Background: an optimization exercise with open tools, aiming at small area, a short achievable clock period and few clock cycles per item. Do not read the settings as production practice.
The RTL was checked by simulation tests, not by an equivalence proof against the original design.
Power and IR drop assume default switching activity.

===== flow/run.sh =====
#!/bin/bash
# synth_recipe.tcl (not shown) runs the flow's synth.tcl, then flattens the netlist and writes it again
# the make line also repeats each setting of config.mk as NAME=value (left out here)
make -C /OpenROAD-flow-scripts/flow DESIGN_CONFIG=/design/flow/config.mk WORK_HOME=/design/flow/orfs CLKGATE_MAP_FILE= SYNTH_SCRIPT=/design/flow/synth_recipe.tcl finish

===== flow/config.mk =====
export PLATFORM = sky130hd
export DESIGN_NAME = radix_string_to_integer_unit
export DESIGN_NICKNAME = radix_string_to_integer_unit
export VERILOG_FILES = /design/flow/design.v
export SDC_FILE = /design/flow/constraint.sdc
export NUM_CORES = 4
export LEC_CHECK = 0
export CAP_MARGIN = 5
export CORE_MARGIN = 2
export CORE_UTILIZATION = 40
export PLACE_DENSITY = 0.6
export SETUP_SLACK_MARGIN = 2.4
export SLEW_MARGIN = 5

===== flow/constraint.sdc =====
create_clock -name core_clock -period 6.5 [get_ports {i_clk}]
set_input_delay 1.3000 -clock core_clock [delete_from_list [all_inputs] [get_ports {i_clk}]]
set_output_delay 1.3000 -clock core_clock [all_outputs]
set_load 0.01 [all_outputs]

===== flow/design.v =====
package rsti_pkg;
    localparam int MAX_DIGITS = 16;
    localparam int IDX_W      = 4;
    localparam int CNT_W      = 5;
    localparam int VAL_W      = 64;
    localparam int LO_W       = 32;
    localparam int Q_DEPTH    = 2;
    localparam int Q_PTR_W    = 1;
    localparam int Q_CNT_W    = 2;
    localparam logic [7:0] CH_MINUS = 8'h2D;
    localparam logic [7:0] CH_PLUS  = 8'h2B;
    localparam logic [7:0] CH_SPACE = 8'h20;
    localparam logic [7:0] CH_LF    = 8'h0A;
    localparam logic [7:0] CH_TAB   = 8'h09;
    localparam logic [7:0] CH_CR    = 8'h0D;
    localparam logic [7:0] CH_VT    = 8'h0B;
    localparam logic [7:0] CH_FF    = 8'h0C;
    localparam logic [7:0] CH_NUL   = 8'h00;
    localparam logic [1:0] REG_RADIX       = 2'd0;
    localparam logic [1:0] REG_DIGIT_COUNT = 2'd1;
    localparam logic [1:0] REG_DIGITS_LOW  = 2'd2;
    localparam logic [1:0] REG_DIGITS_HIGH = 2'd3;
    localparam logic [4:0]  RST_RADIX       = 5'd10;
    localparam logic [4:0]  RST_DIGIT_COUNT = 5'd10;
    localparam logic [63:0] RST_DIGITS_LOW  = 64'h3736_3534_3332_3130;
    localparam logic [63:0] RST_DIGITS_HIGH = 64'h0000_0000_0000_3938;
    typedef enum logic [1:0] {
        PH_WS   = 2'd0,
        PH_SIGN = 2'd1,
        PH_DIG  = 2'd2,
        PH_DONE = 2'd3
    } t_phase;
    typedef struct packed {
        logic             first;
        logic             space;
        logic             minus;
        logic             plus;
        logic             hit;
        logic [3:0]       idx;
    } t_tok;
    function automatic logic [7:0] booth(input logic [4:0] r);
        logic one0, two0, neg0, one1, two1, neg1, one2, two2;
        one0 = r[0];
        two0 = r[1] && !r[0];
        neg0 = r[1];
        one1 = r[1] ^ r[2];
        two1 = (r[3:1] == 3'b011) || (r[3:1] == 3'b100);
        neg1 = r[3] && !(r[2] && r[1]);
        one2 = r[3] ^ r[4];
        two2 = r[3] && r[4];
        booth = {two2, one2, neg1, two1, one1, neg0, two0, one0};
    endfunction
endpackage
module rsti_front (
    input  logic                        i_clk,
    input  logic                        i_rst_n,
    input  logic                        i_valid,
    output logic                        o_ready,
    input  logic [7:0]                  i_ch,
    input  logic                        i_first,
    input  logic [rsti_pkg::CNT_W-1:0]  i_digit_count,
    input  logic [2*rsti_pkg::VAL_W-1:0] i_alphabet,
    output logic                        o_qvalid,
    output rsti_pkg::t_tok              o_qtok,
    input  logic                        i_qpop
);
    rsti_pkg::t_tok                     w_tok;
    rsti_pkg::t_tok                     r_tok;
    logic                               r_tvalid;
    logic [7:0]                         w_entry;
    logic                               w_big;
    always_comb begin
        w_big       = i_digit_count[4];
        w_tok.first = i_first;
        w_tok.space = (i_ch == rsti_pkg::CH_SPACE) || (i_ch == rsti_pkg::CH_LF) ||
                      (i_ch == rsti_pkg::CH_TAB) || (i_ch == rsti_pkg::CH_CR) ||
                      (i_ch == rsti_pkg::CH_VT) || (i_ch == rsti_pkg::CH_FF);
        w_tok.minus = (i_ch == rsti_pkg::CH_MINUS);
        w_tok.plus  = (i_ch == rsti_pkg::CH_PLUS);
        w_tok.hit   = 1'b0;
        w_tok.idx   = '0;
        w_entry     = '0;
        for (int k = rsti_pkg::MAX_DIGITS - 1; k >= 0; k--) begin
            w_entry = i_alphabet[8*k +: 8];
            if ((w_big || (4'(k) < i_digit_count[3:0])) && (w_entry != rsti_pkg::CH_NUL) &&
                (w_entry == i_ch)) begin
                w_tok.hit = 1'b1;
                w_tok.idx = rsti_pkg::IDX_W'(k);
            end
        end
    end
    assign o_ready  = i_qpop;
    assign o_qvalid = r_tvalid;
    assign o_qtok   = r_tok;
    always_ff @(posedge i_clk) begin
        if (i_qpop) begin
            r_tok <= w_tok;
        end
    end
    always_ff @(posedge i_clk) begin
        if (!i_rst_n) begin
            r_tvalid <= 1'b0;
        end else if (i_qpop) begin
            r_tvalid <= i_valid;
        end
    end
endmodule
module rsti_back (
    input  logic                          i_clk,
    input  logic                          i_rst_n,
    input  logic                          i_qvalid,
    input  rsti_pkg::t_tok                i_qtok,
    output logic                          o_qpop,
    input  logic [7:0]                    i_booth,
    input  logic [4:0]                    i_rm1,
    output logic                          o_valid,
    input  logic                          i_ready,
    output logic signed [rsti_pkg::VAL_W-1:0] o_value
);
    localparam int LO_W = rsti_pkg::LO_W;
    localparam int HI_W = rsti_pkg::VAL_W - LO_W;
    rsti_pkg::t_phase               r_phase;
    rsti_pkg::t_phase               n_phase;
    rsti_pkg::t_phase               w_ph;
    logic                           r_par;
    logic                           n_par;
    logic                           w_par;
    logic [LO_W-1:0]                r_lo;
    logic [HI_W-1:0]                r_hi;
    logic [LO_W-1:0]                w_lo_mac;
    logic                           w_lo_c;
    logic [4:0]                     w_lo_ca;
    logic [4:0]                     w_lo_cb;
    logic [4:0]                     w_carry;
    logic [HI_W-1:0]                w_hi_mac;
    logic [5:0]                     w_f;
    logic [LO_W-1:0]                w_lo_ld;
    logic [HI_W-1:0]                w_hi_ld;
    logic [4:0]                     r_ca;
    logic [4:0]                     r_cb;
    logic                           r_c;
    logic                           r_hmac;
    logic                           r_oval;
    logic                           w_run;
    logic                           w_pop;
    logic                           w_pre;
    logic                           w_emit;
    logic                           w_dig;
    logic                           w_rz;
    logic                           w_mac;
    logic                           w_load;
    logic                           w_lo_load;
    logic                           w_lo_step;
    logic                           w_lo_keep;
    logic                           w_hi_step;
    logic                           w_hi_keep;
    logic [LO_W-1:0]                w_lo_next;
    logic [HI_W-1:0]                w_hi_next;
    assign w_run   = !r_oval || i_ready;
    assign w_pop   = i_qvalid && w_run;
    assign o_qpop  = w_run;
    assign o_valid = r_oval;
    assign o_value = {r_hi, r_lo} ^ {rsti_pkg::VAL_W{r_par}};
    always_comb begin
        w_ph   = i_qtok.first ? rsti_pkg::PH_WS : r_phase;
        w_par  = i_qtok.first ? 1'b0 : r_par;
        w_pre  = (w_ph == rsti_pkg::PH_WS) || (w_ph == rsti_pkg::PH_SIGN);
        w_emit = 1'b0;
        w_dig  = 1'b0;
        n_phase = w_ph;
        n_par   = w_par;
        if (w_ph == rsti_pkg::PH_DONE) begin
            n_phase = rsti_pkg::PH_DONE;
        end else if ((w_ph == rsti_pkg::PH_WS) && i_qtok.space) begin
            n_phase = rsti_pkg::PH_WS;
        end else if (w_pre && i_qtok.minus) begin
            n_phase = rsti_pkg::PH_SIGN;
            n_par   = ~w_par;
        end else if (w_pre && i_qtok.plus) begin
            n_phase = rsti_pkg::PH_SIGN;
        end else if (i_qtok.hit) begin
            w_dig   = 1'b1;
            n_phase = rsti_pkg::PH_DIG;
        end else begin
            w_emit  = 1'b1;
            n_phase = rsti_pkg::PH_DONE;
        end
    end
    always_comb begin
        w_rz    = !(i_booth[0] || i_booth[1] || i_booth[3] || i_booth[4] ||
                    i_booth[6] || i_booth[7]);
        w_mac   = w_dig && !i_qtok.first && !w_rz;
        w_load  = i_qtok.first || (w_pre && i_qtok.minus) || (w_dig && w_rz);
        w_f     = 6'(i_qtok.idx) + (r_par ? 6'(i_rm1) : 6'd0);
        if (w_dig) begin
            w_lo_ld = w_par ? {{(LO_W-4){i_qtok.idx == '0}}, i_qtok.idx - 4'd1}
                            : LO_W'(i_qtok.idx);
            w_hi_ld = {HI_W{w_par && (i_qtok.idx == '0)}};
        end else begin
            w_lo_ld = {LO_W{n_par}};
            w_hi_ld = {HI_W{n_par}};
        end
    end
    rsti_mac_lo u_mac_lo (
        .i_v (r_lo),
        .i_b (i_booth),
        .i_f (w_f),
        .o_y (w_lo_mac),
        .o_c (w_lo_c),
        .o_ca (w_lo_ca),
        .o_cb (w_lo_cb)
    );
    assign w_carry = r_ca + r_cb + 5'(r_c);
    rsti_mac_hi u_mac_hi (
        .i_v (r_hi),
        .i_b (i_booth),
        .i_c (w_carry),
        .o_y (w_hi_mac)
    );
    always_comb begin
        w_lo_load = w_pop && w_load;
        w_lo_step = w_pop && w_mac;
        w_lo_keep = !(w_lo_load || w_lo_step);
        w_hi_step = r_hmac && !w_lo_load;
        w_hi_keep = !(w_lo_load || w_hi_step);
        w_lo_next = ({LO_W{w_lo_load}} & w_lo_ld) | ({LO_W{w_lo_step}} & w_lo_mac) |
                    ({LO_W{w_lo_keep}} & r_lo);
        w_hi_next = ({HI_W{w_lo_load}} & w_hi_ld) | ({HI_W{w_hi_step}} & w_hi_mac) |
                    ({HI_W{w_hi_keep}} & r_hi);
    end
    always_ff @(posedge i_clk) begin
        r_lo <= w_lo_next;
        r_hi <= w_hi_next;
        r_ca <= w_lo_ca;
        r_cb <= w_lo_cb;
        r_c  <= w_lo_c;
    end
    always_ff @(posedge i_clk) begin
        if (!i_rst_n) begin
            r_phase <= rsti_pkg::PH_DONE;
            r_par   <= 1'b0;
            r_oval  <= 1'b0;
            r_hmac  <= 1'b0;
        end else begin
            if (w_pop && w_emit) begin
                r_oval <= 1'b1;
            end else if (i_ready) begin
                r_oval <= 1'b0;
            end
            if (w_pop) begin
                r_phase <= n_phase;
                r_par   <= n_par;
            end
            r_hmac <= w_pop && w_mac;
        end
    end
endmodule
module rsti_mac_lo (
    input  logic [31:0] i_v,
    input  logic [7:0] i_b,
    input  logic [5:0] i_f,
    output logic [31:0] o_y,
    output logic o_c,
    output logic [4:0] o_ca,
    output logic [4:0] o_cb
);
    logic t0;
    logic t1;
    logic t2;
    logic t3;
    logic t4;
    logic t5;
    logic t6;
    logic t7;
    logic t8;
    logic t9;
    logic t10;
    logic t11;
    logic t12;
    logic t13;
    logic t14;
    logic t15;
    logic t16;
    logic t17;
    logic t18;
    logic t19;
    logic t20;
    logic t21;
    logic t22;
    logic t23;
    logic t24;
    logic t25;
    logic t26;
    logic t27;
    logic t28;
    logic t29;
    logic t30;
    logic t31;
    logic t32;
    logic t33;
    logic t34;
    logic t35;
    logic t36;
    logic t37;
    logic t38;
    logic t39;
    logic t40;
    logic t41;
    logic t42;
    logic t43;
    logic t44;
    logic t45;
    logic t46;
    logic t47;
    logic t48;
    logic t49;
    logic t50;
    logic t51;
    logic t52;
    logic t53;
    logic t54;
    logic t55;
    logic t56;
    logic t57;
    logic t58;
    logic t59;
    logic t60;
    logic t61;
    logic t62;
    logic t63;
    logic t64;
    logic t65;
    logic t66;
    logic t67;
    logic t68;
    logic t69;
    logic t70;
    logic t71;
    logic t72;
    logic t73;
    logic t74;
    logic t75;
    logic t76;
    logic t77;
    logic t78;
    logic t79;
    logic t80;
    logic t81;
    logic t82;
    logic t83;
    logic t84;
    logic t85;
    logic t86;
    logic t87;
    logic t88;
    logic t89;
    logic t90;
    logic t91;
    logic t92;
    logic t93;
    logic t94;
    logic t95;
    logic t96;
    logic t97;
    logic t98;
    logic t99;
    logic t100;
    logic t101;
    logic t102;
    logic t103;
    logic t104;
    logic t105;
    logic t106;
    logic t107;
    logic t108;
    logic t109;
    logic t110;
    logic t111;
    logic t112;
    logic t113;
    logic t114;
    logic t115;
    logic t116;
    logic t117;
    logic t118;
    logic t119;
    logic t120;
    logic t121;
    logic t122;
    logic t123;
    logic t124;
    logic t125;
    logic t126;
    logic t127;
    logic t128;
    logic t129;
    logic t130;
    logic t131;
    logic t132;
    logic t133;
    logic t134;
    logic t135;
    logic t136;
    logic t137;
    logic t138;
    logic t139;
    logic t140;
    logic t141;
    logic t142;
    logic t143;
    logic t144;
    logic t145;
    logic t146;
    logic t147;
    logic t148;
    logic t149;
    logic t150;
    logic t151;
    logic t152;
    logic t153;
    logic t154;
    logic t155;
    logic t156;
    logic t157;
    logic t158;
    logic t159;
    logic t160;
    logic t161;
    logic t162;
    logic t163;
    logic t164;
    logic t165;
    logic t166;
    logic t167;
    logic t168;
    logic t169;
    logic t170;
    logic t171;
    logic t172;
    logic t173;
    logic t174;
    logic t175;
    logic t176;
    logic t177;
    logic t178;
    logic t179;
    logic t180;
    logic t181;
    logic t182;
    logic t183;
    logic t184;
    logic t185;
    logic t186;
    logic t187;
    logic t188;
    logic t189;
    logic t190;
    logic t191;
    logic t192;
    logic t193;
    logic t194;
    logic t195;
    logic t196;
    logic t197;
    logic t198;
    logic t199;
    logic t200;
    logic t201;
    logic t202;
    logic t203;
    logic t204;
    logic t205;
    logic t206;
    logic t207;
    logic t208;
    logic t209;
    logic t210;
    logic t211;
    logic t212;
    logic t213;
    logic t214;
    logic t215;
    logic t216;
    logic t217;
    logic t218;
    logic t219;
    logic t220;
    logic t221;
    logic t222;
    logic t223;
    logic t224;
    logic t225;
    logic t226;
    logic t227;
    logic t228;
    logic t229;
    logic t230;
    logic t231;
    logic t232;
    logic t233;
    logic t234;
    logic t235;
    logic t236;
    logic t237;
    logic t238;
    logic t239;
    logic t240;
    logic t241;
    logic t242;
    assign t0 = ((i_b[0] & i_v[0])) ^ i_b[2];
    assign t1 = ((i_b[0] & i_v[1]) | (i_b[1] & i_v[0])) ^ i_b[2];
    assign t2 = ((i_b[0] & i_v[2]) | (i_b[1] & i_v[1])) ^ i_b[2];
    assign t3 = ((i_b[0] & i_v[3]) | (i_b[1] & i_v[2])) ^ i_b[2];
    assign t4 = ((i_b[0] & i_v[4]) | (i_b[1] & i_v[3])) ^ i_b[2];
    assign t5 = ((i_b[0] & i_v[5]) | (i_b[1] & i_v[4])) ^ i_b[2];
    assign t6 = ((i_b[0] & i_v[6]) | (i_b[1] & i_v[5])) ^ i_b[2];
    assign t7 = ((i_b[0] & i_v[7]) | (i_b[1] & i_v[6])) ^ i_b[2];
    assign t8 = ((i_b[0] & i_v[8]) | (i_b[1] & i_v[7])) ^ i_b[2];
    assign t9 = ((i_b[0] & i_v[9]) | (i_b[1] & i_v[8])) ^ i_b[2];
    assign t10 = ((i_b[0] & i_v[10]) | (i_b[1] & i_v[9])) ^ i_b[2];
    assign t11 = ((i_b[0] & i_v[11]) | (i_b[1] & i_v[10])) ^ i_b[2];
    assign t12 = ((i_b[0] & i_v[12]) | (i_b[1] & i_v[11])) ^ i_b[2];
    assign t13 = ((i_b[0] & i_v[13]) | (i_b[1] & i_v[12])) ^ i_b[2];
    assign t14 = ((i_b[0] & i_v[14]) | (i_b[1] & i_v[13])) ^ i_b[2];
    assign t15 = ((i_b[0] & i_v[15]) | (i_b[1] & i_v[14])) ^ i_b[2];
    assign t16 = ((i_b[0] & i_v[16]) | (i_b[1] & i_v[15])) ^ i_b[2];
    assign t17 = ((i_b[0] & i_v[17]) | (i_b[1] & i_v[16])) ^ i_b[2];
    assign t18 = ((i_b[0] & i_v[18]) | (i_b[1] & i_v[17])) ^ i_b[2];
    assign t19 = ((i_b[0] & i_v[19]) | (i_b[1] & i_v[18])) ^ i_b[2];
    assign t20 = ((i_b[0] & i_v[20]) | (i_b[1] & i_v[19])) ^ i_b[2];
    assign t21 = ((i_b[0] & i_v[21]) | (i_b[1] & i_v[20])) ^ i_b[2];
    assign t22 = ((i_b[0] & i_v[22]) | (i_b[1] & i_v[21])) ^ i_b[2];
    assign t23 = ((i_b[0] & i_v[23]) | (i_b[1] & i_v[22])) ^ i_b[2];
    assign t24 = ((i_b[0] & i_v[24]) | (i_b[1] & i_v[23])) ^ i_b[2];
    assign t25 = ((i_b[0] & i_v[25]) | (i_b[1] & i_v[24])) ^ i_b[2];
    assign t26 = ((i_b[0] & i_v[26]) | (i_b[1] & i_v[25])) ^ i_b[2];
    assign t27 = ((i_b[0] & i_v[27]) | (i_b[1] & i_v[26])) ^ i_b[2];
    assign t28 = ((i_b[0] & i_v[28]) | (i_b[1] & i_v[27])) ^ i_b[2];
    assign t29 = ((i_b[0] & i_v[29]) | (i_b[1] & i_v[28])) ^ i_b[2];
    assign t30 = ((i_b[0] & i_v[30]) | (i_b[1] & i_v[29])) ^ i_b[2];
    assign t31 = ((i_b[0] & i_v[31]) | (i_b[1] & i_v[30])) ^ i_b[2];
    assign t32 = ((i_b[1] & i_v[31])) ^ i_b[2];
    assign t33 = ((i_b[3] & i_v[0])) ^ i_b[5];
    assign t34 = ((i_b[3] & i_v[1]) | (i_b[4] & i_v[0])) ^ i_b[5];
    assign t35 = ((i_b[3] & i_v[2]) | (i_b[4] & i_v[1])) ^ i_b[5];
    assign t36 = ((i_b[3] & i_v[3]) | (i_b[4] & i_v[2])) ^ i_b[5];
    assign t37 = ((i_b[3] & i_v[4]) | (i_b[4] & i_v[3])) ^ i_b[5];
    assign t38 = ((i_b[3] & i_v[5]) | (i_b[4] & i_v[4])) ^ i_b[5];
    assign t39 = ((i_b[3] & i_v[6]) | (i_b[4] & i_v[5])) ^ i_b[5];
    assign t40 = ((i_b[3] & i_v[7]) | (i_b[4] & i_v[6])) ^ i_b[5];
    assign t41 = ((i_b[3] & i_v[8]) | (i_b[4] & i_v[7])) ^ i_b[5];
    assign t42 = ((i_b[3] & i_v[9]) | (i_b[4] & i_v[8])) ^ i_b[5];
    assign t43 = ((i_b[3] & i_v[10]) | (i_b[4] & i_v[9])) ^ i_b[5];
    assign t44 = ((i_b[3] & i_v[11]) | (i_b[4] & i_v[10])) ^ i_b[5];
    assign t45 = ((i_b[3] & i_v[12]) | (i_b[4] & i_v[11])) ^ i_b[5];
    assign t46 = ((i_b[3] & i_v[13]) | (i_b[4] & i_v[12])) ^ i_b[5];
    assign t47 = ((i_b[3] & i_v[14]) | (i_b[4] & i_v[13])) ^ i_b[5];
    assign t48 = ((i_b[3] & i_v[15]) | (i_b[4] & i_v[14])) ^ i_b[5];
    assign t49 = ((i_b[3] & i_v[16]) | (i_b[4] & i_v[15])) ^ i_b[5];
    assign t50 = ((i_b[3] & i_v[17]) | (i_b[4] & i_v[16])) ^ i_b[5];
    assign t51 = ((i_b[3] & i_v[18]) | (i_b[4] & i_v[17])) ^ i_b[5];
    assign t52 = ((i_b[3] & i_v[19]) | (i_b[4] & i_v[18])) ^ i_b[5];
    assign t53 = ((i_b[3] & i_v[20]) | (i_b[4] & i_v[19])) ^ i_b[5];
    assign t54 = ((i_b[3] & i_v[21]) | (i_b[4] & i_v[20])) ^ i_b[5];
    assign t55 = ((i_b[3] & i_v[22]) | (i_b[4] & i_v[21])) ^ i_b[5];
    assign t56 = ((i_b[3] & i_v[23]) | (i_b[4] & i_v[22])) ^ i_b[5];
    assign t57 = ((i_b[3] & i_v[24]) | (i_b[4] & i_v[23])) ^ i_b[5];
    assign t58 = ((i_b[3] & i_v[25]) | (i_b[4] & i_v[24])) ^ i_b[5];
    assign t59 = ((i_b[3] & i_v[26]) | (i_b[4] & i_v[25])) ^ i_b[5];
    assign t60 = ((i_b[3] & i_v[27]) | (i_b[4] & i_v[26])) ^ i_b[5];
    assign t61 = ((i_b[3] & i_v[28]) | (i_b[4] & i_v[27])) ^ i_b[5];
    assign t62 = ((i_b[3] & i_v[29]) | (i_b[4] & i_v[28])) ^ i_b[5];
    assign t63 = ((i_b[3] & i_v[30]) | (i_b[4] & i_v[29])) ^ i_b[5];
    assign t64 = ((i_b[3] & i_v[31]) | (i_b[4] & i_v[30])) ^ i_b[5];
    assign t65 = ((i_b[4] & i_v[31])) ^ i_b[5];
    assign t66 = (i_b[6] & i_v[0]);
    assign t67 = (i_b[6] & i_v[1]) | (i_b[7] & i_v[0]);
    assign t68 = (i_b[6] & i_v[2]) | (i_b[7] & i_v[1]);
    assign t69 = (i_b[6] & i_v[3]) | (i_b[7] & i_v[2]);
    assign t70 = (i_b[6] & i_v[4]) | (i_b[7] & i_v[3]);
    assign t71 = (i_b[6] & i_v[5]) | (i_b[7] & i_v[4]);
    assign t72 = (i_b[6] & i_v[6]) | (i_b[7] & i_v[5]);
    assign t73 = (i_b[6] & i_v[7]) | (i_b[7] & i_v[6]);
    assign t74 = (i_b[6] & i_v[8]) | (i_b[7] & i_v[7]);
    assign t75 = (i_b[6] & i_v[9]) | (i_b[7] & i_v[8]);
    assign t76 = (i_b[6] & i_v[10]) | (i_b[7] & i_v[9]);
    assign t77 = (i_b[6] & i_v[11]) | (i_b[7] & i_v[10]);
    assign t78 = (i_b[6] & i_v[12]) | (i_b[7] & i_v[11]);
    assign t79 = (i_b[6] & i_v[13]) | (i_b[7] & i_v[12]);
    assign t80 = (i_b[6] & i_v[14]) | (i_b[7] & i_v[13]);
    assign t81 = (i_b[6] & i_v[15]) | (i_b[7] & i_v[14]);
    assign t82 = (i_b[6] & i_v[16]) | (i_b[7] & i_v[15]);
    assign t83 = (i_b[6] & i_v[17]) | (i_b[7] & i_v[16]);
    assign t84 = (i_b[6] & i_v[18]) | (i_b[7] & i_v[17]);
    assign t85 = (i_b[6] & i_v[19]) | (i_b[7] & i_v[18]);
    assign t86 = (i_b[6] & i_v[20]) | (i_b[7] & i_v[19]);
    assign t87 = (i_b[6] & i_v[21]) | (i_b[7] & i_v[20]);
    assign t88 = (i_b[6] & i_v[22]) | (i_b[7] & i_v[21]);
    assign t89 = (i_b[6] & i_v[23]) | (i_b[7] & i_v[22]);
    assign t90 = (i_b[6] & i_v[24]) | (i_b[7] & i_v[23]);
    assign t91 = (i_b[6] & i_v[25]) | (i_b[7] & i_v[24]);
    assign t92 = (i_b[6] & i_v[26]) | (i_b[7] & i_v[25]);
    assign t93 = (i_b[6] & i_v[27]) | (i_b[7] & i_v[26]);
    assign t94 = (i_b[6] & i_v[28]) | (i_b[7] & i_v[27]);
    assign t95 = (i_b[6] & i_v[29]) | (i_b[7] & i_v[28]);
    assign t96 = (i_b[6] & i_v[30]) | (i_b[7] & i_v[29]);
    assign t97 = (i_b[6] & i_v[31]) | (i_b[7] & i_v[30]);
    assign t98 = (i_b[7] & i_v[31]);
    assign t99 = t2 ^ t33;
    assign t100 = t2 & t33;
    assign t101 = t3 ^ t34;
    assign t102 = t3 & t34;
    assign t103 = t4 ^ t35 ^ t66;
    assign t104 = (t4 & t35) | (t4 & t66) | (t35 & t66);
    assign t105 = t5 ^ t36 ^ t67;
    assign t106 = (t5 & t36) | (t5 & t67) | (t36 & t67);
    assign t107 = t6 ^ t37;
    assign t108 = t6 & t37;
    assign t109 = t7 ^ t38;
    assign t110 = t7 & t38;
    assign t111 = t8 ^ t39;
    assign t112 = t8 & t39;
    assign t113 = t9 ^ t40;
    assign t114 = t9 & t40;
    assign t115 = t10 ^ t41;
    assign t116 = t10 & t41;
    assign t117 = t11 ^ t42;
    assign t118 = t11 & t42;
    assign t119 = t12 ^ t43;
    assign t120 = t12 & t43;
    assign t121 = t13 ^ t44;
    assign t122 = t13 & t44;
    assign t123 = t14 ^ t45;
    assign t124 = t14 & t45;
    assign t125 = t15 ^ t46;
    assign t126 = t15 & t46;
    assign t127 = t16 ^ t47;
    assign t128 = t16 & t47;
    assign t129 = t17 ^ t48;
    assign t130 = t17 & t48;
    assign t131 = t18 ^ t49;
    assign t132 = t18 & t49;
    assign t133 = t19 ^ t50;
    assign t134 = t19 & t50;
    assign t135 = t20 ^ t51;
    assign t136 = t20 & t51;
    assign t137 = t21 ^ t52;
    assign t138 = t21 & t52;
    assign t139 = t22 ^ t53;
    assign t140 = t22 & t53;
    assign t141 = t23 ^ t54;
    assign t142 = t23 & t54;
    assign t143 = t24 ^ t55;
    assign t144 = t24 & t55;
    assign t145 = t25 ^ t56;
    assign t146 = t25 & t56;
    assign t147 = t26 ^ t57;
    assign t148 = t26 & t57;
    assign t149 = t27 ^ t58;
    assign t150 = t27 & t58;
    assign t151 = t28 ^ t59;
    assign t152 = t28 & t59;
    assign t153 = t29 ^ t60;
    assign t154 = t29 & t60;
    assign t155 = t30 ^ t61;
    assign t156 = t30 & t61;
    assign t157 = t31 ^ t62;
    assign t158 = t31 & t62;
    assign t159 = t32 ^ t63;
    assign t160 = t32 & t63;
    assign t161 = i_b[2] ^ t64;
    assign t162 = i_b[2] & t64;
    assign t163 = i_b[2] ^ t65;
    assign t164 = i_b[2] & t65;
    assign t165 = i_b[2] ^ i_b[5];
    assign t166 = i_b[2] & i_b[5];
    assign t167 = i_b[2] ^ i_b[5];
    assign t168 = i_b[2] & i_b[5];
    assign t169 = t0 ^ i_b[2];
    assign t170 = t0 & i_b[2];
    assign t171 = t1 ^ i_f[1];
    assign t172 = t1 & i_f[1];
    assign t173 = t99 ^ i_b[5] ^ i_f[2];
    assign t174 = (t99 & i_b[5]) | (t99 & i_f[2]) | (i_b[5] & i_f[2]);
    assign t175 = t100 ^ t101 ^ i_f[3];
    assign t176 = (t100 & t101) | (t100 & i_f[3]) | (t101 & i_f[3]);
    assign t177 = t102 ^ t103 ^ i_f[4];
    assign t178 = (t102 & t103) | (t102 & i_f[4]) | (t103 & i_f[4]);
    assign t179 = t104 ^ t105 ^ i_f[5];
    assign t180 = (t104 & t105) | (t104 & i_f[5]) | (t105 & i_f[5]);
    assign t181 = t106 ^ t107 ^ t68;
    assign t182 = (t106 & t107) | (t106 & t68) | (t107 & t68);
    assign t183 = t108 ^ t109 ^ t69;
    assign t184 = (t108 & t109) | (t108 & t69) | (t109 & t69);
    assign t185 = t110 ^ t111 ^ t70;
    assign t186 = (t110 & t111) | (t110 & t70) | (t111 & t70);
    assign t187 = t112 ^ t113 ^ t71;
    assign t188 = (t112 & t113) | (t112 & t71) | (t113 & t71);
    assign t189 = t114 ^ t115 ^ t72;
    assign t190 = (t114 & t115) | (t114 & t72) | (t115 & t72);
    assign t191 = t116 ^ t117 ^ t73;
    assign t192 = (t116 & t117) | (t116 & t73) | (t117 & t73);
    assign t193 = t118 ^ t119 ^ t74;
    assign t194 = (t118 & t119) | (t118 & t74) | (t119 & t74);
    assign t195 = t120 ^ t121 ^ t75;
    assign t196 = (t120 & t121) | (t120 & t75) | (t121 & t75);
    assign t197 = t122 ^ t123 ^ t76;
    assign t198 = (t122 & t123) | (t122 & t76) | (t123 & t76);
    assign t199 = t124 ^ t125 ^ t77;
    assign t200 = (t124 & t125) | (t124 & t77) | (t125 & t77);
    assign t201 = t126 ^ t127 ^ t78;
    assign t202 = (t126 & t127) | (t126 & t78) | (t127 & t78);
    assign t203 = t128 ^ t129 ^ t79;
    assign t204 = (t128 & t129) | (t128 & t79) | (t129 & t79);
    assign t205 = t130 ^ t131 ^ t80;
    assign t206 = (t130 & t131) | (t130 & t80) | (t131 & t80);
    assign t207 = t132 ^ t133 ^ t81;
    assign t208 = (t132 & t133) | (t132 & t81) | (t133 & t81);
    assign t209 = t134 ^ t135 ^ t82;
    assign t210 = (t134 & t135) | (t134 & t82) | (t135 & t82);
    assign t211 = t136 ^ t137 ^ t83;
    assign t212 = (t136 & t137) | (t136 & t83) | (t137 & t83);
    assign t213 = t138 ^ t139 ^ t84;
    assign t214 = (t138 & t139) | (t138 & t84) | (t139 & t84);
    assign t215 = t140 ^ t141 ^ t85;
    assign t216 = (t140 & t141) | (t140 & t85) | (t141 & t85);
    assign t217 = t142 ^ t143 ^ t86;
    assign t218 = (t142 & t143) | (t142 & t86) | (t143 & t86);
    assign t219 = t144 ^ t145 ^ t87;
    assign t220 = (t144 & t145) | (t144 & t87) | (t145 & t87);
    assign t221 = t146 ^ t147 ^ t88;
    assign t222 = (t146 & t147) | (t146 & t88) | (t147 & t88);
    assign t223 = t148 ^ t149 ^ t89;
    assign t224 = (t148 & t149) | (t148 & t89) | (t149 & t89);
    assign t225 = t150 ^ t151 ^ t90;
    assign t226 = (t150 & t151) | (t150 & t90) | (t151 & t90);
    assign t227 = t152 ^ t153 ^ t91;
    assign t228 = (t152 & t153) | (t152 & t91) | (t153 & t91);
    assign t229 = t154 ^ t155 ^ t92;
    assign t230 = (t154 & t155) | (t154 & t92) | (t155 & t92);
    assign t231 = t156 ^ t157 ^ t93;
    assign t232 = (t156 & t157) | (t156 & t93) | (t157 & t93);
    assign t233 = t158 ^ t159 ^ t94;
    assign t234 = (t158 & t159) | (t158 & t94) | (t159 & t94);
    assign t235 = t160 ^ t161 ^ t95;
    assign t236 = (t160 & t161) | (t160 & t95) | (t161 & t95);
    assign t237 = t162 ^ t163 ^ t96;
    assign t238 = (t162 & t163) | (t162 & t96) | (t163 & t96);
    assign t239 = t164 ^ t165 ^ t97;
    assign t240 = (t164 & t165) | (t164 & t97) | (t165 & t97);
    assign t241 = t166 ^ t167 ^ t98;
    assign t242 = (t166 & t167) | (t166 & t98) | (t167 & t98);
    assign {o_c, o_y} = {1'b0, t230, t228, t226, t224, t222, t220, t218, t216, t214, t212, t210, t208, t206, t204, t202, t200, t198, t196, t194, t192, t190, t188, t186, t184, t182, t180, t178, t176, t174, t172, t170, t169} + {1'b0, t231, t229, t227, t225, t223, t221, t219, t217, t215, t213, t211, t209, t207, t205, t203, t201, t199, t197, t195, t193, t191, t189, t187, t185, t183, t181, t179, t177, t175, t173, t171, i_f[0]};
    assign o_ca = {t240, t238, t236, t234, t232};
    assign o_cb = {t241, t239, t237, t235, t233};
endmodule
module rsti_mac_hi (
    input  logic [31:0] i_v,
    input  logic [7:0] i_b,
    input  logic [4:0] i_c,
    output logic [31:0] o_y
);
    logic t0;
    logic t1;
    logic t2;
    logic t3;
    logic t4;
    logic t5;
    logic t6;
    logic t7;
    logic t8;
    logic t9;
    logic t10;
    logic t11;
    logic t12;
    logic t13;
    logic t14;
    logic t15;
    logic t16;
    logic t17;
    logic t18;
    logic t19;
    logic t20;
    logic t21;
    logic t22;
    logic t23;
    logic t24;
    logic t25;
    logic t26;
    logic t27;
    logic t28;
    logic t29;
    logic t30;
    logic t31;
    logic t32;
    logic t33;
    logic t34;
    logic t35;
    logic t36;
    logic t37;
    logic t38;
    logic t39;
    logic t40;
    logic t41;
    logic t42;
    logic t43;
    logic t44;
    logic t45;
    logic t46;
    logic t47;
    logic t48;
    logic t49;
    logic t50;
    logic t51;
    logic t52;
    logic t53;
    logic t54;
    logic t55;
    logic t56;
    logic t57;
    logic t58;
    logic t59;
    logic t60;
    logic t61;
    logic t62;
    logic t63;
    logic t64;
    logic t65;
    logic t66;
    logic t67;
    logic t68;
    logic t69;
    logic t70;
    logic t71;
    logic t72;
    logic t73;
    logic t74;
    logic t75;
    logic t76;
    logic t77;
    logic t78;
    logic t79;
    logic t80;
    logic t81;
    logic t82;
    logic t83;
    logic t84;
    logic t85;
    logic t86;
    logic t87;
    logic t88;
    logic t89;
    logic t90;
    logic t91;
    logic t92;
    logic t93;
    logic t94;
    logic t95;
    logic t96;
    logic t97;
    logic t98;
    logic t99;
    logic t100;
    logic t101;
    logic t102;
    logic t103;
    logic t104;
    logic t105;
    logic t106;
    logic t107;
    logic t108;
    logic t109;
    logic t110;
    logic t111;
    logic t112;
    logic t113;
    logic t114;
    logic t115;
    logic t116;
    logic t117;
    logic t118;
    logic t119;
    logic t120;
    logic t121;
    logic t122;
    logic t123;
    logic t124;
    logic t125;
    logic t126;
    logic t127;
    logic t128;
    logic t129;
    logic t130;
    logic t131;
    logic t132;
    logic t133;
    logic t134;
    logic t135;
    logic t136;
    logic t137;
    logic t138;
    logic t139;
    logic t140;
    logic t141;
    logic t142;
    logic t143;
    logic t144;
    logic t145;
    logic t146;
    logic t147;
    logic t148;
    logic t149;
    logic t150;
    logic t151;
    logic t152;
    logic t153;
    logic t154;
    logic t155;
    logic t156;
    logic t157;
    logic t158;
    logic t159;
    logic t160;
    logic t161;
    logic t162;
    logic t163;
    logic t164;
    logic t165;
    logic t166;
    logic t167;
    logic t168;
    logic t169;
    logic t170;
    logic t171;
    logic t172;
    logic t173;
    logic t174;
    logic t175;
    logic t176;
    logic t177;
    logic t178;
    logic t179;
    logic t180;
    logic t181;
    logic t182;
    logic t183;
    logic t184;
    logic t185;
    logic t186;
    logic t187;
    logic t188;
    logic t189;
    logic t190;
    logic t191;
    logic t192;
    logic t193;
    logic t194;
    logic t195;
    logic t196;
    logic t197;
    logic t198;
    logic t199;
    logic t200;
    logic t201;
    logic t202;
    logic t203;
    logic t204;
    logic t205;
    logic t206;
    logic t207;
    logic t208;
    logic t209;
    logic t210;
    logic t211;
    logic t212;
    logic t213;
    assign t0 = ((i_b[0] & i_v[0])) ^ i_b[2];
    assign t1 = ((i_b[0] & i_v[1]) | (i_b[1] & i_v[0])) ^ i_b[2];
    assign t2 = ((i_b[0] & i_v[2]) | (i_b[1] & i_v[1])) ^ i_b[2];
    assign t3 = ((i_b[0] & i_v[3]) | (i_b[1] & i_v[2])) ^ i_b[2];
    assign t4 = ((i_b[0] & i_v[4]) | (i_b[1] & i_v[3])) ^ i_b[2];
    assign t5 = ((i_b[0] & i_v[5]) | (i_b[1] & i_v[4])) ^ i_b[2];
    assign t6 = ((i_b[0] & i_v[6]) | (i_b[1] & i_v[5])) ^ i_b[2];
    assign t7 = ((i_b[0] & i_v[7]) | (i_b[1] & i_v[6])) ^ i_b[2];
    assign t8 = ((i_b[0] & i_v[8]) | (i_b[1] & i_v[7])) ^ i_b[2];
    assign t9 = ((i_b[0] & i_v[9]) | (i_b[1] & i_v[8])) ^ i_b[2];
    assign t10 = ((i_b[0] & i_v[10]) | (i_b[1] & i_v[9])) ^ i_b[2];
    assign t11 = ((i_b[0] & i_v[11]) | (i_b[1] & i_v[10])) ^ i_b[2];
    assign t12 = ((i_b[0] & i_v[12]) | (i_b[1] & i_v[11])) ^ i_b[2];
    assign t13 = ((i_b[0] & i_v[13]) | (i_b[1] & i_v[12])) ^ i_b[2];
    assign t14 = ((i_b[0] & i_v[14]) | (i_b[1] & i_v[13])) ^ i_b[2];
    assign t15 = ((i_b[0] & i_v[15]) | (i_b[1] & i_v[14])) ^ i_b[2];
    assign t16 = ((i_b[0] & i_v[16]) | (i_b[1] & i_v[15])) ^ i_b[2];
    assign t17 = ((i_b[0] & i_v[17]) | (i_b[1] & i_v[16])) ^ i_b[2];
    assign t18 = ((i_b[0] & i_v[18]) | (i_b[1] & i_v[17])) ^ i_b[2];
    assign t19 = ((i_b[0] & i_v[19]) | (i_b[1] & i_v[18])) ^ i_b[2];
    assign t20 = ((i_b[0] & i_v[20]) | (i_b[1] & i_v[19])) ^ i_b[2];
    assign t21 = ((i_b[0] & i_v[21]) | (i_b[1] & i_v[20])) ^ i_b[2];
    assign t22 = ((i_b[0] & i_v[22]) | (i_b[1] & i_v[21])) ^ i_b[2];
    assign t23 = ((i_b[0] & i_v[23]) | (i_b[1] & i_v[22])) ^ i_b[2];
    assign t24 = ((i_b[0] & i_v[24]) | (i_b[1] & i_v[23])) ^ i_b[2];
    assign t25 = ((i_b[0] & i_v[25]) | (i_b[1] & i_v[24])) ^ i_b[2];
    assign t26 = ((i_b[0] & i_v[26]) | (i_b[1] & i_v[25])) ^ i_b[2];
    assign t27 = ((i_b[0] & i_v[27]) | (i_b[1] & i_v[26])) ^ i_b[2];
    assign t28 = ((i_b[0] & i_v[28]) | (i_b[1] & i_v[27])) ^ i_b[2];
    assign t29 = ((i_b[0] & i_v[29]) | (i_b[1] & i_v[28])) ^ i_b[2];
    assign t30 = ((i_b[0] & i_v[30]) | (i_b[1] & i_v[29])) ^ i_b[2];
    assign t31 = ((i_b[0] & i_v[31]) | (i_b[1] & i_v[30])) ^ i_b[2];
    assign t32 = ((i_b[3] & i_v[0])) ^ i_b[5];
    assign t33 = ((i_b[3] & i_v[1]) | (i_b[4] & i_v[0])) ^ i_b[5];
    assign t34 = ((i_b[3] & i_v[2]) | (i_b[4] & i_v[1])) ^ i_b[5];
    assign t35 = ((i_b[3] & i_v[3]) | (i_b[4] & i_v[2])) ^ i_b[5];
    assign t36 = ((i_b[3] & i_v[4]) | (i_b[4] & i_v[3])) ^ i_b[5];
    assign t37 = ((i_b[3] & i_v[5]) | (i_b[4] & i_v[4])) ^ i_b[5];
    assign t38 = ((i_b[3] & i_v[6]) | (i_b[4] & i_v[5])) ^ i_b[5];
    assign t39 = ((i_b[3] & i_v[7]) | (i_b[4] & i_v[6])) ^ i_b[5];
    assign t40 = ((i_b[3] & i_v[8]) | (i_b[4] & i_v[7])) ^ i_b[5];
    assign t41 = ((i_b[3] & i_v[9]) | (i_b[4] & i_v[8])) ^ i_b[5];
    assign t42 = ((i_b[3] & i_v[10]) | (i_b[4] & i_v[9])) ^ i_b[5];
    assign t43 = ((i_b[3] & i_v[11]) | (i_b[4] & i_v[10])) ^ i_b[5];
    assign t44 = ((i_b[3] & i_v[12]) | (i_b[4] & i_v[11])) ^ i_b[5];
    assign t45 = ((i_b[3] & i_v[13]) | (i_b[4] & i_v[12])) ^ i_b[5];
    assign t46 = ((i_b[3] & i_v[14]) | (i_b[4] & i_v[13])) ^ i_b[5];
    assign t47 = ((i_b[3] & i_v[15]) | (i_b[4] & i_v[14])) ^ i_b[5];
    assign t48 = ((i_b[3] & i_v[16]) | (i_b[4] & i_v[15])) ^ i_b[5];
    assign t49 = ((i_b[3] & i_v[17]) | (i_b[4] & i_v[16])) ^ i_b[5];
    assign t50 = ((i_b[3] & i_v[18]) | (i_b[4] & i_v[17])) ^ i_b[5];
    assign t51 = ((i_b[3] & i_v[19]) | (i_b[4] & i_v[18])) ^ i_b[5];
    assign t52 = ((i_b[3] & i_v[20]) | (i_b[4] & i_v[19])) ^ i_b[5];
    assign t53 = ((i_b[3] & i_v[21]) | (i_b[4] & i_v[20])) ^ i_b[5];
    assign t54 = ((i_b[3] & i_v[22]) | (i_b[4] & i_v[21])) ^ i_b[5];
    assign t55 = ((i_b[3] & i_v[23]) | (i_b[4] & i_v[22])) ^ i_b[5];
    assign t56 = ((i_b[3] & i_v[24]) | (i_b[4] & i_v[23])) ^ i_b[5];
    assign t57 = ((i_b[3] & i_v[25]) | (i_b[4] & i_v[24])) ^ i_b[5];
    assign t58 = ((i_b[3] & i_v[26]) | (i_b[4] & i_v[25])) ^ i_b[5];
    assign t59 = ((i_b[3] & i_v[27]) | (i_b[4] & i_v[26])) ^ i_b[5];
    assign t60 = ((i_b[3] & i_v[28]) | (i_b[4] & i_v[27])) ^ i_b[5];
    assign t61 = ((i_b[3] & i_v[29]) | (i_b[4] & i_v[28])) ^ i_b[5];
    assign t62 = (i_b[6] & i_v[0]);
    assign t63 = (i_b[6] & i_v[1]) | (i_b[7] & i_v[0]);
    assign t64 = (i_b[6] & i_v[2]) | (i_b[7] & i_v[1]);
    assign t65 = (i_b[6] & i_v[3]) | (i_b[7] & i_v[2]);
    assign t66 = (i_b[6] & i_v[4]) | (i_b[7] & i_v[3]);
    assign t67 = (i_b[6] & i_v[5]) | (i_b[7] & i_v[4]);
    assign t68 = (i_b[6] & i_v[6]) | (i_b[7] & i_v[5]);
    assign t69 = (i_b[6] & i_v[7]) | (i_b[7] & i_v[6]);
    assign t70 = (i_b[6] & i_v[8]) | (i_b[7] & i_v[7]);
    assign t71 = (i_b[6] & i_v[9]) | (i_b[7] & i_v[8]);
    assign t72 = (i_b[6] & i_v[10]) | (i_b[7] & i_v[9]);
    assign t73 = (i_b[6] & i_v[11]) | (i_b[7] & i_v[10]);
    assign t74 = (i_b[6] & i_v[12]) | (i_b[7] & i_v[11]);
    assign t75 = (i_b[6] & i_v[13]) | (i_b[7] & i_v[12]);
    assign t76 = (i_b[6] & i_v[14]) | (i_b[7] & i_v[13]);
    assign t77 = (i_b[6] & i_v[15]) | (i_b[7] & i_v[14]);
    assign t78 = (i_b[6] & i_v[16]) | (i_b[7] & i_v[15]);
    assign t79 = (i_b[6] & i_v[17]) | (i_b[7] & i_v[16]);
    assign t80 = (i_b[6] & i_v[18]) | (i_b[7] & i_v[17]);
    assign t81 = (i_b[6] & i_v[19]) | (i_b[7] & i_v[18]);
    assign t82 = (i_b[6] & i_v[20]) | (i_b[7] & i_v[19]);
    assign t83 = (i_b[6] & i_v[21]) | (i_b[7] & i_v[20]);
    assign t84 = (i_b[6] & i_v[22]) | (i_b[7] & i_v[21]);
    assign t85 = (i_b[6] & i_v[23]) | (i_b[7] & i_v[22]);
    assign t86 = (i_b[6] & i_v[24]) | (i_b[7] & i_v[23]);
    assign t87 = (i_b[6] & i_v[25]) | (i_b[7] & i_v[24]);
    assign t88 = (i_b[6] & i_v[26]) | (i_b[7] & i_v[25]);
    assign t89 = (i_b[6] & i_v[27]) | (i_b[7] & i_v[26]);
    assign t90 = t2 ^ t32;
    assign t91 = t2 & t32;
    assign t92 = t3 ^ t33;
    assign t93 = t3 & t33;
    assign t94 = t4 ^ t34 ^ t62;
    assign t95 = (t4 & t34) | (t4 & t62) | (t34 & t62);
    assign t96 = t5 ^ t35;
    assign t97 = t5 & t35;
    assign t98 = t6 ^ t36;
    assign t99 = t6 & t36;
    assign t100 = t7 ^ t37;
    assign t101 = t7 & t37;
    assign t102 = t8 ^ t38;
    assign t103 = t8 & t38;
    assign t104 = t9 ^ t39;
    assign t105 = t9 & t39;
    assign t106 = t10 ^ t40;
    assign t107 = t10 & t40;
    assign t108 = t11 ^ t41;
    assign t109 = t11 & t41;
    assign t110 = t12 ^ t42;
    assign t111 = t12 & t42;
    assign t112 = t13 ^ t43;
    assign t113 = t13 & t43;
    assign t114 = t14 ^ t44;
    assign t115 = t14 & t44;
    assign t116 = t15 ^ t45;
    assign t117 = t15 & t45;
    assign t118 = t16 ^ t46;
    assign t119 = t16 & t46;
    assign t120 = t17 ^ t47;
    assign t121 = t17 & t47;
    assign t122 = t18 ^ t48;
    assign t123 = t18 & t48;
    assign t124 = t19 ^ t49;
    assign t125 = t19 & t49;
    assign t126 = t20 ^ t50;
    assign t127 = t20 & t50;
    assign t128 = t21 ^ t51;
    assign t129 = t21 & t51;
    assign t130 = t22 ^ t52;
    assign t131 = t22 & t52;
    assign t132 = t23 ^ t53;
    assign t133 = t23 & t53;
    assign t134 = t24 ^ t54;
    assign t135 = t24 & t54;
    assign t136 = t25 ^ t55;
    assign t137 = t25 & t55;
    assign t138 = t26 ^ t56;
    assign t139 = t26 & t56;
    assign t140 = t27 ^ t57;
    assign t141 = t27 & t57;
    assign t142 = t28 ^ t58;
    assign t143 = t28 & t58;
    assign t144 = t29 ^ t59;
    assign t145 = t29 & t59;
    assign t146 = t30 ^ t60;
    assign t147 = t30 & t60;
    assign t148 = t31 ^ t61;
    assign t149 = t31 & t61;
    assign t150 = t0 ^ i_b[2];
    assign t151 = t0 & i_b[2];
    assign t152 = t1 ^ i_c[1];
    assign t153 = t1 & i_c[1];
    assign t154 = t90 ^ i_b[5] ^ i_c[2];
    assign t155 = (t90 & i_b[5]) | (t90 & i_c[2]) | (i_b[5] & i_c[2]);
    assign t156 = t91 ^ t92 ^ i_c[3];
    assign t157 = (t91 & t92) | (t91 & i_c[3]) | (t92 & i_c[3]);
    assign t158 = t93 ^ t94 ^ i_c[4];
    assign t159 = (t93 & t94) | (t93 & i_c[4]) | (t94 & i_c[4]);
    assign t160 = t95 ^ t96 ^ t63;
    assign t161 = (t95 & t96) | (t95 & t63) | (t96 & t63);
    assign t162 = t97 ^ t98 ^ t64;
    assign t163 = (t97 & t98) | (t97 & t64) | (t98 & t64);
    assign t164 = t99 ^ t100 ^ t65;
    assign t165 = (t99 & t100) | (t99 & t65) | (t100 & t65);
    assign t166 = t101 ^ t102 ^ t66;
    assign t167 = (t101 & t102) | (t101 & t66) | (t102 & t66);
    assign t168 = t103 ^ t104 ^ t67;
    assign t169 = (t103 & t104) | (t103 & t67) | (t104 & t67);
    assign t170 = t105 ^ t106 ^ t68;
    assign t171 = (t105 & t106) | (t105 & t68) | (t106 & t68);
    assign t172 = t107 ^ t108 ^ t69;
    assign t173 = (t107 & t108) | (t107 & t69) | (t108 & t69);
    assign t174 = t109 ^ t110 ^ t70;
    assign t175 = (t109 & t110) | (t109 & t70) | (t110 & t70);
    assign t176 = t111 ^ t112 ^ t71;
    assign t177 = (t111 & t112) | (t111 & t71) | (t112 & t71);
    assign t178 = t113 ^ t114 ^ t72;
    assign t179 = (t113 & t114) | (t113 & t72) | (t114 & t72);
    assign t180 = t115 ^ t116 ^ t73;
    assign t181 = (t115 & t116) | (t115 & t73) | (t116 & t73);
    assign t182 = t117 ^ t118 ^ t74;
    assign t183 = (t117 & t118) | (t117 & t74) | (t118 & t74);
    assign t184 = t119 ^ t120 ^ t75;
    assign t185 = (t119 & t120) | (t119 & t75) | (t120 & t75);
    assign t186 = t121 ^ t122 ^ t76;
    assign t187 = (t121 & t122) | (t121 & t76) | (t122 & t76);
    assign t188 = t123 ^ t124 ^ t77;
    assign t189 = (t123 & t124) | (t123 & t77) | (t124 & t77);
    assign t190 = t125 ^ t126 ^ t78;
    assign t191 = (t125 & t126) | (t125 & t78) | (t126 & t78);
    assign t192 = t127 ^ t128 ^ t79;
    assign t193 = (t127 & t128) | (t127 & t79) | (t128 & t79);
    assign t194 = t129 ^ t130 ^ t80;
    assign t195 = (t129 & t130) | (t129 & t80) | (t130 & t80);
    assign t196 = t131 ^ t132 ^ t81;
    assign t197 = (t131 & t132) | (t131 & t81) | (t132 & t81);
    assign t198 = t133 ^ t134 ^ t82;
    assign t199 = (t133 & t134) | (t133 & t82) | (t134 & t82);
    assign t200 = t135 ^ t136 ^ t83;
    assign t201 = (t135 & t136) | (t135 & t83) | (t136 & t83);
    assign t202 = t137 ^ t138 ^ t84;
    assign t203 = (t137 & t138) | (t137 & t84) | (t138 & t84);
    assign t204 = t139 ^ t140 ^ t85;
    assign t205 = (t139 & t140) | (t139 & t85) | (t140 & t85);
    assign t206 = t141 ^ t142 ^ t86;
    assign t207 = (t141 & t142) | (t141 & t86) | (t142 & t86);
    assign t208 = t143 ^ t144 ^ t87;
    assign t209 = (t143 & t144) | (t143 & t87) | (t144 & t87);
    assign t210 = t145 ^ t146 ^ t88;
    assign t211 = (t145 & t146) | (t145 & t88) | (t146 & t88);
    assign t212 = t147 ^ t148 ^ t89;
    assign t213 = (t147 & t148) | (t147 & t89) | (t148 & t89);
    assign o_y = {t211, t209, t207, t205, t203, t201, t199, t197, t195, t193, t191, t189, t187, t185, t183, t181, t179, t177, t175, t173, t171, t169, t167, t165, t163, t161, t159, t157, t155, t153, t151, t150} + {t212, t210, t208, t206, t204, t202, t200, t198, t196, t194, t192, t190, t188, t186, t184, t182, t180, t178, t176, t174, t172, t170, t168, t166, t164, t162, t160, t158, t156, t154, t152, i_c[0]};
endmodule
module radix_string_to_integer_unit (
    input  logic                              i_clk,
    input  logic                              i_rst_n,
    input  logic                              i_valid,
    output logic                              o_ready,
    input  logic [7:0]                        i_ch,
    input  logic                              i_first,
    output logic                              o_valid,
    input  logic                              i_ready,
    output logic signed [rsti_pkg::VAL_W-1:0] o_value,
    input  logic                              i_cfg_we,
    input  logic [1:0]                        i_cfg_idx,
    input  logic [rsti_pkg::VAL_W-1:0]        i_cfg_data
);
    logic [7:0]                  r_booth;
    logic [4:0]                  r_rm1;
    logic [rsti_pkg::CNT_W-1:0]  r_digit_count;
    logic [rsti_pkg::VAL_W-1:0]  r_digits_low;
    logic [rsti_pkg::VAL_W-1:0]  r_digits_high;
    logic                        w_qvalid;
    rsti_pkg::t_tok              w_qtok;
    logic                        w_qpop;
    always_ff @(posedge i_clk) begin
        if (!i_rst_n) begin
            r_booth       <= rsti_pkg::booth(rsti_pkg::RST_RADIX);
            r_rm1         <= rsti_pkg::RST_RADIX - 5'd1;
            r_digit_count <= rsti_pkg::RST_DIGIT_COUNT;
            r_digits_low  <= rsti_pkg::RST_DIGITS_LOW;
            r_digits_high <= rsti_pkg::RST_DIGITS_HIGH;
        end else if (i_cfg_we) begin
            case (i_cfg_idx)
                rsti_pkg::REG_RADIX: begin
                    r_booth <= rsti_pkg::booth(i_cfg_data[4:0]);
                    r_rm1   <= i_cfg_data[4:0] - 5'd1;
                end
                rsti_pkg::REG_DIGIT_COUNT: r_digit_count <= i_cfg_data[4:0];
                rsti_pkg::REG_DIGITS_LOW:  r_digits_low  <= i_cfg_data;
                rsti_pkg::REG_DIGITS_HIGH: r_digits_high <= i_cfg_data;
                default: begin
                end
            endcase
        end
    end
    rsti_front u_front (
        .i_clk         (i_clk),
        .i_rst_n       (i_rst_n),
        .i_valid       (i_valid),
        .o_ready       (o_ready),
        .i_ch          (i_ch),
        .i_first       (i_first),
        .i_digit_count (r_digit_count),
        .i_alphabet    ({r_digits_high, r_digits_low}),
        .o_qvalid      (w_qvalid),
        .o_qtok        (w_qtok),
        .i_qpop        (w_qpop)
    );
    rsti_back u_back (
        .i_clk    (i_clk),
        .i_rst_n  (i_rst_n),
        .i_qvalid (w_qvalid),
        .i_qtok   (w_qtok),
        .o_qpop   (w_qpop),
        .i_booth  (r_booth),
        .i_rm1    (r_rm1),
        .o_valid  (o_valid),
        .i_ready  (i_ready),
        .o_value  (o_value)
    );
endmodule

==> impl_results.md, run 1 <==
- Outcome: finished clean
- Worst Path Buf+Inv: 3
- Net Sw Frac: 46.5%
- Sequential Power Share: 14.9%
- Overall Global Routing Usage: 23.0%
- Fmax: 242 MHz
- Critical path peak fanout: 11
- Endpoint class of the critical path: register
- Row count: 82
- Post-layout min period: 4130 ps
- Final-report setup violation count: 0
- Yosys warns: 3
- Cells after Synth: 2419
- Commonest cells post-synth: 342 x nand2_1, 233 x xnor2_1, 227 x dfxtp_1
- Max rail drop VDD: 0.330 mV
- Die ar.: 52000 sq um
- Clk root buf: clkbuf_16
- # DRC: 0
- Layout area overhead: 19.7%
- Layout Utilization: 48.1%
- Power Internal: 7.22 mW
- Core box area: 49900 sq um
- Seq cells post-synth: 236
- Worst EP arrival: 4600 ps
- Initial antenna violation count: 1
- EDFF count, synth: 9
- Slew Viols, Final: 0
- Placed Area: 21800 sq um
- Drt pass-1 iters: 7
- GP Congestion: 0.899
- Worst r2r dst: u_back.r_hi[25]
- R2R Path Start: r_booth[3]
- Worst Max-Slew Pin Slew: 1020 ps
- Seq/Total Area, Yosys: 24.0%
- Hold depth: 2
- Final HPWL DP: 42400 um
- Pre-CTS setup slack: 1590 ps
- Cell family with most CP delay: adder cells
- Sum Neg Setup Slack: 0 ps
- Clock sinks: 236
- CP max stage delay: 560 ps
- NumNets Final: 2739
- Hold WC Path Type: reg -> reg
- Slowest cell on the critical path: fa_2
- Vias: 18100
- CTS max path bufs: 3
- Crit path kind: reg -> reg
- Die H: 228 um
- Combinational share of power: 71.8%
- Htree depth: 1
- Most used DFF post-synth: dfxtp_1
- WHS: 482 ps
- Crit start category: register
- TritonCTS clock tree: yes
- Ys async rst share: 0%
- Cell taking the most area after synthesis: dfxtp_1
- PD cells: 563 nW/um^2
- Top-count cell post-synth: nand2_1
- Number of diodes: 0
- Io pins: 146
- Endpoints failing hold: 0
- Later-pin clock latency in the skew report: 600 ps
- R2R setup slack: 2370 ps
- Slew margin rel.: 31.8%
- Final setup margin: 2370 ps
- Avg Cell Area, Syn: 8.29 sq um
- First-pass GRT wire length: 98100 um
- Total grt overflow: 0
- Clock power frac: 13.3%
- Die width: 228 um
- Lkg Pwr: 9.53 nW
- Routed WL: 61600 um
- Final period util: 63.5%
- Cell Area, Synth: 20100 sq um
- RSZ-0062 raised after global routing: yes
- Largest cells by area after synthesis: dfxtp_1 23%, xnor2_1 10%, ha_1 8.7%
- Unique masters post-synth: 77
- Post-route cell area: 24000 sq um
- Worst Skew: 23.8 ps
- Syn Nets: 2708
- Critical path required time: 6970 ps
- Share of layout cells above drive strength 1: 10.7%
- Crit-path cells: buf_4 -> a22oi_1 -> xnor2_1 -> fa_1 -> fa_2 -> inv_2 -> ha_4 -> nand4_1 -> a311oi_4 -> nor4_4 -> buf_4 -> o31ai_4 -> o31ai_1 -> xnor2_1 -> mux2i_1 -> o21ai_2
- Post-synth top area share: 22.7%
- Largest net degree at the start of global routing: 92
- Num CTS Buffers: 30
- Max_cap viols: 0
- Routed wire length per instance: 19.6 um
- Initial DRC Count: 1579
- Initial Util: 40.2%
- Hold Crit Start: r_digits_high[34]
- Vias in the first global route: 17800
- Path depth of the worst reg2reg path: 16
- PortBufs: 145
- Hold EP: r_digits_high[34]
- Antenna-violating nets left: 0
- P_sw: 6.28 mW
- Worst-path clk slew: 60 ps
- Via/cell ratio: 5.76
[cell usage in the layout (no fill, tap or decap), types with 59 or more instances in the layout]
| master | netlist | final |
|---|---|---|
| xnor2_1 | 233 | 230 |
| buf_4 | 2 | 59 |
| nand3_1 | 81 | 80 |
| fa_1 | 70 | 64 |
| nand2_1 | 342 | 341 |
| xor2_1 | 140 | 140 |
| clkdlybuf4s50_1 | 0 | 142 |
| a22oi_1 | 127 | 123 |
| a21boi_0 | 97 | 97 |
| o21ai_0 | 84 | 71 |
| dfxtp_1 | 227 | 207 |
| a21oi_1 | 113 | 102 |
| ha_1 | 139 | 125 |
[power by group through the flow]
| stage | Sequential, mW | Combinational [mW] | Clock, mW |
|---|---|---|---|
| floorplan | 1.71 | 6.65 | 0 |
| global placement | 2.04 | 8.11 | 0 |
| detailed placement | 2.04 | 8.18 | 0 |
| CTS | 2.00 | 8.94 | 1.83 |
| global route | 2.03 | 10.7 | 1.89 |
| finish | 2.01 | 9.69 | 1.80 |
[worst max path at each step]
stage                     depth (start not counted)               to         start  slack, ps
after floorplan                                  16  u_back.r_hi[14]    r_booth[2]       2420
after global placement                           14  u_back.r_hi[31]    r_booth[0]       1630
after detailed placement                         15  u_back.r_lo[29]    r_booth[3]       1590
after CTS                                        16  u_back.r_hi[31]    r_booth[3]       2360
after global routing                             19  u_back.r_lo[29]  u_back.r_par       2200
final                                            16  u_back.r_hi[25]    r_booth[3]       2370
[what timing repair did]
| action | CTS | global route |
|---|---|---|
| endpoints found under the hold margin | 0 | 0 |
| resized for setup | 84 | 68 |
| pin swaps | 42 | 51 |
| setup endpoints to repair | 49 | 40 |
| setup buffers | 30 | 12 |
| hold buffers | 0 | 0 |
| gates cloned | 3 | 0 |
[metrics by stage]
step | power, mW | std cells
after floorplan | 8.36 | 2419
after global placement | 10.1 | 3045
after detailed placement | 10.2 | 3045
after CTS | 12.8 | 3132
after global routing | 14.6 | 3144
final | 13.5 | 3144
[sequential cells by signal (all words and copies together), names as in the netlist]
signal / flops
r_digit_count: 5
u_back.r_phase: 2
u_back.r_cb: 5
r_rm1: 5
r_digits_high: 64
u_back.r_hmac: 1
u_front.r_tvalid: 1
r_digits_low: 64
u_back.r_oval: 1
u_front.r_tok: 9
u_back.r_c: 1
u_back.r_ca: 5
u_back.r_lo: 32
r_booth: 8
u_back.r_par: 1
u_back.r_hi: 32
[worst register-to-register path, stage by stage (launching register included)]
cell and delay (ps):
dfxtp_4 360, buf_4 180, a22oi_1 270, xnor2_1 200
fa_1 490, fa_2 560, inv_2 40, ha_4 290
nand4_1 170, a311oi_4 410, nor4_4 80, buf_4 180
o31ai_4 260, o31ai_1 140, xnor2_1 140, mux2i_1 170
o21ai_2 60
[logic make-up after synthesis]
family | after synthesis | synth area share, %
muxes | 20 | 0.998
AOI/OAI and AO/OA | 652 | 22.7
adders and majority gates | 209 | 15.7
xor gates and xnor gates | 373 | 16.3
and+or+nand+nor | 638 | 14.6
DFF | 236 | 24.0
buffers and inverters | 291 | 5.72
[metal layers]
| metal | routed length [um] | vias up | global-route usage (%) |
|---|---|---|---|
| li1 | - | 8542 | - |
| met1 | 27200 | 8798 | 30.9 |
| met2 | 28500 | 652 | 38.5 |
| met3 | 4000 | 115 | 3.01 |
| met4 | 1870 | 2 | 7.23 |
| met5 | 19 | - | 0 |
[area by class of cell]
cell class	instances	area (sq um)
clock buffer	43	890
clock inverter	11	186
fill	4783	25900
inverter	67	251
multi-input combinational	1892	14700
sequential	236	4860
tap	672	841
timing repair buffer	223	2270
Testbench counts, summed over its fixed seeds: cycles 18,815, items 18,783.
==> run 2: changes to the inputs <==
--- a/flow/config.mk
+++ b/flow/config.mk
@@ -5,9 +5,9 @@
 export SDC_FILE = /design/flow/constraint.sdc
 export NUM_CORES = 4
 export LEC_CHECK = 0
-export CAP_MARGIN = 5
+export CAP_MARGIN = 20
 export CORE_MARGIN = 2
-export CORE_UTILIZATION = 40
-export PLACE_DENSITY = 0.6
+export CORE_UTILIZATION = 60
+export PLACE_DENSITY = 0.75
 export SETUP_SLACK_MARGIN = 2.4
-export SLEW_MARGIN = 5
+export SLEW_MARGIN = 20
==> run 2 against run 1 <==
Maximum frequency increased by 2.2%. Final area down 3.8%. Sequential cell count is the same. Power is 4.6% lower. Critical endpoint is now u_back.r_hi[23]. Largest cell class unchanged.
==> impl_results.md, run 2 <==
- Outcome: finished clean (unchanged)
- Crit start category: register (unchanged)
- Initial Util: 61.3% (was 40.2%)
- Pre-CTS setup slack: 1630 ps (was 1590 ps)
- RSZ-0062 raised after global routing: yes (unchanged)
- Unique masters post-synth: 77 (unchanged)
- Hold EP: r_digits_low[26] (was r_digits_high[34])
- Initial antenna violation count: 0 (was 1)
- Critical path required time: 6910 ps (was 6970 ps)
- Power Total: 12.9 mW (was 13.5 mW)
- Overall Global Routing Usage: 32.8% (was 23.0%)
- Post-Synth XOR/XNOR Area: 16.3% (unchanged)
- Row count: 66 (was 82)
- Compound-Gate Fraction of Synth Area: 22.7% (unchanged)
- Final-report setup violation count: 0 (unchanged)
- Worst Max-Slew Pin Slew: 1050 ps (was 1020 ps)
- Max_cap viols: 0 (unchanged)
- Via/cell ratio: 6.45 (was 5.76)
- Post-route cell area: 23100 sq um (was 24000 sq um)
- Avg Cell Area, Syn: 8.29 sq um (unchanged)
- Endpoints failing hold: 0 (unchanged)
- Layout area overhead: 15.1% (was 19.7%)
- Seq cells post-synth: 236 (unchanged)
- Io pins: 146 (unchanged)
- Combinational share of power: 73.1% (was 71.8%)
- Clock sinks: 236 (unchanged)
- # DRC: 0 (unchanged)
- Later-pin clock latency in the skew report: 540 ps (was 600 ps)
- Num CTS Buffers: 27 (was 30)
- Max rail drop VDD: 0.337 mV (was 0.330 mV)
- Slew Viols, Final: 0 (unchanged)
- Post-synthesis mux area share: 0.998% (unchanged)
- Sum Neg Setup Slack: 0 ps (unchanged)
- Syn Nets: 2708 (unchanged)
- Largest family of logic cells by synthesized area: compound AO/OA/AOI/OAI gates (unchanged)
- Fmax: 248 MHz (was 242 MHz)
- CTS max path bufs: 3 (unchanged)
- Cell Area, Synth: 20100 sq um (unchanged)
- Share of layout cells above drive strength 1: 8.40% (was 10.7%)
- Die width: 187 um (was 228 um)
- R2R setup slack: 2460 ps (was 2370 ps)
- Power Internal: 6.71 mW (was 7.22 mW)
- First-pass GRT wire length: 95200 um (was 98100 um)
- Crit path kind: reg -> reg (unchanged)
- Cells after Synth: 2419 (unchanged)
- Fillers: 2586 (was 4783)
- P_sw: 6.17 mW (was 6.28 mW)
- Commonest cells post-synth: 342 x nand2_1, 233 x xnor2_1, 227 x dfxtp_1 (unchanged)
- Layout Utilization: 70.6% (was 48.1%)
- Final HPWL DP: 39200 um (was 42400 um)
- Htree depth: 1 (unchanged)
- GP Congestion: 0.932 (was 0.899)
- Sequential Power Share: 15.5% (was 14.9%)
- Worst EP arrival: 4450 ps (was 4600 ps)
- Seq/Total Area, Yosys: 24.0% (unchanged)
- R2R Path Start: r_booth[2] (was r_booth[3])
- Most common cell after layout, fill and taps aside: nand2_1 (unchanged)
- PD cells: 558 nW/um^2 (was 563 nW/um^2)
- Top-count cell post-synth: nand2_1 (unchanged)
- Path depth of the worst reg2reg path: 16 (unchanged)
- Most frequent cells in the layout: 341 x nand2_1, 232 x xnor2_1, 212 x dfxtp_1 (was 341 x nand2_1, 230 x xnor2_1, 207 x dfxtp_1)
- Clock power frac: 11.3% (was 13.3%)
- NumNets Final: 2712 (was 2739)
- Initial DRC Count: 1735 (was 1579)
- TritonCTS clock tree: yes (unchanged)
- Placed Area: 21500 sq um (was 21800 sq um)
- Post-synth top area share: 22.7% (unchanged)
- Worst r2r dst: u_back.r_hi[23] (was u_back.r_hi[25])
- Total grt overflow: 0 (unchanged)
- PortBufs: 145 (unchanged)
- Hold Crit Start: r_digits_low[26] (was r_digits_high[34])
## run 2: cell counts after synthesis
Identical to the previous run, type by type.
## run 2: cells by family after synthesis
kind of cell | count (synthesis)
compound gates | 652
xor+xnor | 373
fa+ha+maj | 209
buf+inv | 291
flops | 236
mux | 20
simple gates | 638
## run 2: how the worst max path moves through the flow
stage / startpoint / end / slack [ps]
2_1_floorplan: r_booth[2] / u_back.r_hi[14] / 2420
3_3_place_gp: r_booth[3] / u_back.r_lo[27] / 1790
3_5_place_dp: r_booth[3] / u_back.r_lo[27] / 1630
4_1_cts: u_back.r_c / u_back.r_hi[25] / 2410
5_1_grt: u_back.r_ca[0] / u_back.r_hi[23] / 2280
6_report: r_booth[2] / u_back.r_hi[23] / 2460
## run 2: critical path, stage by stage, from the launching register on
cell	delay, ps
dfxtp_4	520
inv_1	210
xnor2_1	190
fa_1	450
inv_1	100
fa_1	440
ha_4	320
o21a_1	150
o2111ai_2	150
a311oi_4	430
nor4_4	60
o31ai_1	270
buf_4	180
o22ai_1	90
xnor2_1	130
mux2i_1	170
o21ai_2	60
## run 2: metrics by stage
| stage | hold slack, ps | instances |
|---|---|---|
| after floorplan | 447 | 2419 |
| after global placement | 468 | 2811 |
| after detailed placement | 474 | 2811 |
| after CTS | 483 | 2878 |
| after global routing | 502 | 2882 |
| final | 484 | 2882 |
## run 2: routing by layer
layer / share of wire, % / vias up / track usage [%]
li1: - / 8476 / -
met1: 40 / 8934 / 41.2
met2: 47 / 952 / 54.7
met3: 8.2 / 233 / 5.20
met4: 5.2 / 0 / 16.8
met5: 0 / - / 0
## run 2: repair_timing
action,4_1_cts,5_1_grt
hold buffers,0,0
pin swaps,13,17
endpoints found under the setup margin,47,42
buffers inserted,21,4
resized for setup,46,60
## run 2: power groups by stage
stage / Combinational (mW) / Clock [mW] / Sequential, mW
after floorplan: 6.65 / 0 / 1.71
after global placement: 8.06 / 0 / 2.03
after detailed placement: 8.20 / 0 / 2.03
after CTS: 8.54 / 1.48 / 1.98
after global routing: 10.3 / 1.54 / 2.02
final: 9.42 / 1.46 / 2.00
## run 2: layout make-up
class	instances	area [sq um]	area share [%]
clock inverters	8	73.8	0.320
flip-flops and latches	236	4850	21.0
multi-input cells	1892	14600	63.1
clock buffers	38	758	3.28
inverters	67	251	1.09
well taps	442	553	2.39
repair buffers	199	2040	8.83

Check on run 2: ideal ports give 2.461 ns setup slack; a clkbuf_16 on the clock port and buf_2 on the inputs give 2.461 ns; moving port delays by the midpoint clock arrival (0.590 ns) as well gives 2.035 ns.
